What follows belongs to an exercise in optimizing a design on an open flow for small area and few clock cycles per item; a production flow would make more cautious choices. Where RTL was checked, it was by simulation tests only, not by an equivalence proof against the original.

==> trial 21 <==
==> flow/design.v (excerpt) <==
module poly_horner_pipe #(
  parameter int DATA_W   = 18,
  parameter int FRAC_W   = 12,
  parameter int DEGREE   = 4,
  parameter bit SATURATE = 1'b1,
  parameter logic [DATA_W*(DEGREE+1)-1:0] COEF_INIT =
    {18'h3f4ab, 18'h1ec5, 18'h3df43, 18'h1cc8, 18'h82}
) (
  input  logic                          clk,
  input  logic                          async_n,
  input  logic                          in_valid,
  output logic                          in_ready,
  input  logic [DATA_W-1:0]             x_in,
  input  logic                          coef_we,
  input  logic [$clog2(DEGREE+1)-1:0]   coef_addr,
  input  logic [DATA_W-1:0]             coef_wdata,
  input  logic                          coef_swap,
  output logic                          busy,
  output logic                          out_valid,
  input  logic                          out_ready,
  output logic [DATA_W-1:0]             y_out,
  output logic                          ovf_out
);
  logic [4:0][17:0] active, shadow, shadow_n;
  logic [4:0]       dirty, wr, commit;
  logic [3:0]       tok;
  logic             adv, accept;
  logic [4:1]       vld;
  logic [17:0]      pr1, pr2, pr3, pr4;
  logic             of1, of2, of3, of4;
  logic [17:0]      xr1, xr2, xr3;
  assign adv       = !vld[4] || out_ready;
  assign in_ready  = adv;
  assign accept    = in_valid && adv;
  assign busy      = |tok;
  assign out_valid = vld[4];
  always_comb begin
    for (int k = 0; k <= 4; k++) begin
      wr[k]       = coef_we && (coef_addr == 3'(k));
      shadow_n[k] = wr[k] ? coef_wdata : shadow[k];
    end
    commit[4] = coef_swap;
    commit[3] = tok[0] && adv;
  ...
make LEC_CHECK=0 CAP_MARGIN=20 CORE_MARGIN=2 CORE_UTILIZATION=65 CTS_BUF_LIST=sky130_fd_sc_hd__clkbuf_4 CTS_CLUSTER_DIAMETER=40 CTS_CLUSTER_SIZE=8 SLEW_MARGIN=20 SYNTH_HIERARCHICAL=1 SYNTH_MINIMUM_KEEP_SIZE=0 finish   # period 10.0 ns
run.sh (not shown) runs the stock make flow with config.mk's settings and CLKGATE_MAP_FILE= SYNTH_SCRIPT=/design/flow/synth_recipe.tcl, a recipe that flattens the netlist after the stock synthesis.
==> inputs of build 27, as changes to trial 21 <==
CORE_UTILIZATION = 40   (was 65)
CTS_BUF_LIST = default   (was sky130_fd_sc_hd__clkbuf_4)
CTS_CLUSTER_DIAMETER = default   (was 40)
CTS_CLUSTER_SIZE = default   (was 8)
==> inputs of build 3, as changes to trial 21 <==
CORE_UTILIZATION = 60   (was 65)
CTS_BUF_LIST = sky130_fd_sc_hd__clkbuf_8   (was sky130_fd_sc_hd__clkbuf_4)
CTS_CLUSTER_DIAMETER = default   (was 40)
CTS_CLUSTER_SIZE = 30   (was 8)
==> comparison table <==
item	build 3	build 27	trial 21
Status	finished clean	finished clean	finished clean
Routed WL per cell	23.1 um	21.8 um	23.4 um
Max stage delay on crit path	0.88 ns	0.83 ns	0.77 ns
Total number of placement rows	97	119	93
Sum of met3 wire segment lengths after detailed routing	9790 um	7780 um	10900 um
Final clock-cell share	0.0245	0.0287	0.0215
Final #Nets	5062	5035	5066
Sink of the worst hold path	shadow[6]	shadow[44]	shadow[26]
Global routing usage on met3	0.0549	0.0287	0.0672
Met1 Use GR	0.457	0.310	0.484
Arrival time of the worst setup path	9.85 ns	9.73 ns	10.16 ns
Worst R2R Start	active[56]	active[21]	active[55]
Max Clk Rate	106 MHz	106 MHz	104 MHz
Testbench counts of trial 21, summed over its fixed seeds: cycles 16,032, items 16,000.
Testbench counts of build 27, summed over its fixed seeds: cycles 16,032, items 16,000.
Testbench counts of build 3, summed over its fixed seeds: cycles 16,032, items 16,000.

* * *

==> delta <==
poly_horner_pipe, a different RTL version from the one above (not shown whole).
Settings: LEC_CHECK=0, CAP_MARGIN=20, CORE_MARGIN=2, CORE_UTILIZATION=65, CTS_BUF_LIST=sky130_fd_sc_hd__clkbuf_8 sky130_fd_sc_hd__clkbuf_16, CTS_CLUSTER_DIAMETER=60, CTS_CLUSTER_SIZE=20, SLEW_MARGIN=20, SYNTH_HIERARCHICAL=1, SYNTH_MINIMUM_KEEP_SIZE=0; clock period 10.0 ns.
==> garnet: changes against delta <==
Settings changed: CTS_BUF_LIST sky130_fd_sc_hd__clkbuf_8 sky130_fd_sc_hd__clkbuf_16 to sky130_fd_sc_hd__clkbuf_8, CTS_CLUSTER_DIAMETER 60 to 50, CTS_CLUSTER_SIZE 20 to 14.
==> xenon: changes against delta <==
Settings changed: CTS_BUF_LIST sky130_fd_sc_hd__clkbuf_8 sky130_fd_sc_hd__clkbuf_16 to sky130_fd_sc_hd__clkbuf_16, CTS_CLUSTER_DIAMETER 60 to 100, CTS_CLUSTER_SIZE 20 to 30.
==> qor summary <==
                                                                          xenon          garnet           delta
Run status                                                         finished clean  finished clean  finished clean
Clock insertion delay at the later pin of the skew report                 0.57 ns         0.61 ns         0.59 ns
Met3 wire length                                                         10100 um        10200 um         9940 um
Total length of routed met2 wires                                        55300 um        55100 um        55200 um
Critical Path Max Stage Delay                                             0.67 ns         0.69 ns         0.66 ns
Root Buffer                                                             clkbuf_16        clkbuf_8       clkbuf_16
Total number of nets in the final design                                     5068            5086            5075
Tmin final                                                                9.62 ns         9.56 ns         9.61 ns
Layout area overhead                                                        7.55%           7.87%           8.05%
Total number of vias                                                        33494           33547           33544
Hold endpoint                                                          shadow[34]      shadow[53]      shadow[20]
M1 GR Usage                                                                 0.469           0.469           0.467
Total area of multi-input combinational cells                         33900 sq um     33900 sq um     33900 sq um
Number of antenna violations at the first check in global routing               3               5               4
Arr. time, crit path                                                      9.96 ns         9.91 ns         9.94 ns
Function was not checked in any run of this note: the RTL went through the layout flow alone.

* * *

==> v4: inputs <==
RTL: one of the versions met above, not the one the previous note started from.
clock: 10.0 ns
lec_check: 0
cap_margin: 5
core_margin: 2
core_utilization: 65
gpl_timing_driven: 0
slew_margin: 5
synth_hierarchical: 1
synth_minimum_keep_size: 0
==> v3: changes against v4 <==
--- a/flow/config.mk
+++ b/flow/config.mk
@@ -7,7 +7,9 @@
 export LEC_CHECK = 0
-export CAP_MARGIN = 5
+export CAP_MARGIN = 20
 export CORE_MARGIN = 2
 export CORE_UTILIZATION = 65
-export GPL_TIMING_DRIVEN = 0
-export SLEW_MARGIN = 5
+export CTS_BUF_LIST = sky130_fd_sc_hd__clkbuf_8
+export CTS_CLUSTER_DIAMETER = 50
+export CTS_CLUSTER_SIZE = 14
+export SLEW_MARGIN = 20
 export SYNTH_HIERARCHICAL = 1
==> comparison table <==
Clock-cell share of area: v4 2.94%; v3 1.87%
Antenna violations before repair: v4 0; v3 1
Dpl hpwl: v4 85500 um; v3 85700 um
Global routing met2 resource utilization: v4 58.5%; v3 59.0%
Filler cell count in the final layout: v4 4817; v3 5039
Clock input transition at the sequential cells of the worst setup and hold paths: v4 0.06 ns; v3 0.09 ns
Arrival @ worst endpoint: v4 9.92 ns; v3 9.90 ns
Met3 track demand over resource in global routing: v4 6.32%; v3 6.64%
Num CTS Buffers: v4 37; v3 40
Final Routed Wirelength: v4 120000 um; v3 121000 um
Worst R2R End: v4 pr3[1]$_DFFE_PN_; v3 pr2[1]$_DFFE_PN_
Wirelength per Cell: v4 23.4 um; v3 23.5 um
Gates resized, CTS repair: v4 2; v3 0
Tot GR Track Use: v4 35.7%; v3 36.1%
Maximum clock frequency: v4 104 MHz; v3 105 MHz
Last element of the critical path: v4 pr3[1]$_DFFE_PN_; v3 pr2[1]$_DFFE_PN_
Cell total after placement: v4 5039; v3 5066
Required time at the endpoint of the critical path: v4 10.29 ns; v3 10.36 ns
Post-route standard cell area excluding fillers: v4 47300 sq um; v3 45900 sq um
Proportion of cell area occupied by multi-input gates: v4 72.2%; v3 73.3%
Multi-input gate area: v4 34200 sq um; v3 33600 sq um
Status: v4 no timing/DRC/antenna violations; v3 no timing/DRC/antenna violations
Testbench counts of v4, summed over its fixed seeds: cycles 16,032, items 16,000.
Testbench counts of v3, summed over its fixed seeds: cycles 16,032, items 16,000.

[re-timing with driven ports]
The flow's constraints put no driver on any port. The routed layouts listed below were extracted and timed again, unchanged, in two steps.
Step 1 (the two cells are an assumption about what drives the block):
set clk [get_ports {clk}]
set_driving_cell -lib_cell sky130_fd_sc_hd__clkbuf_16 $clk
set_driving_cell -lib_cell sky130_fd_sc_hd__buf_2 [delete_from_list [all_inputs] $clk]
Step 2 times the ports against the registers' clock, not the clock port: input delays grow and output delays shrink by t, the midpoint of the rising clock arrivals with the driver on.
Slacks: ideal / step 1 / step 2; pairs: ideal / step 1.
run	shift t [ns]	slack for setup (ns)	worst slew at a driven data input, ns
trial 21	0.881	0.378 / 0.378 / 0.378	0.06
build 27	0.633	0.594 / 0.594 / 0.594	0.06
build 3	0.704	0.541 / 0.541 / 0.541	0.07
delta	0.631	0.392 / 0.392 / 0.392	0.14
garnet	0.635	0.443 / 0.443 / 0.443	0.15
xenon	0.618	0.384 / 0.384 / 0.384	0.15
v4	0.613	0.374 / 0.374 / 0.374	0.04
v3	0.676	0.467 / 0.467 / 0.467	0.07
After both steps every run listed still meets setup and hold.
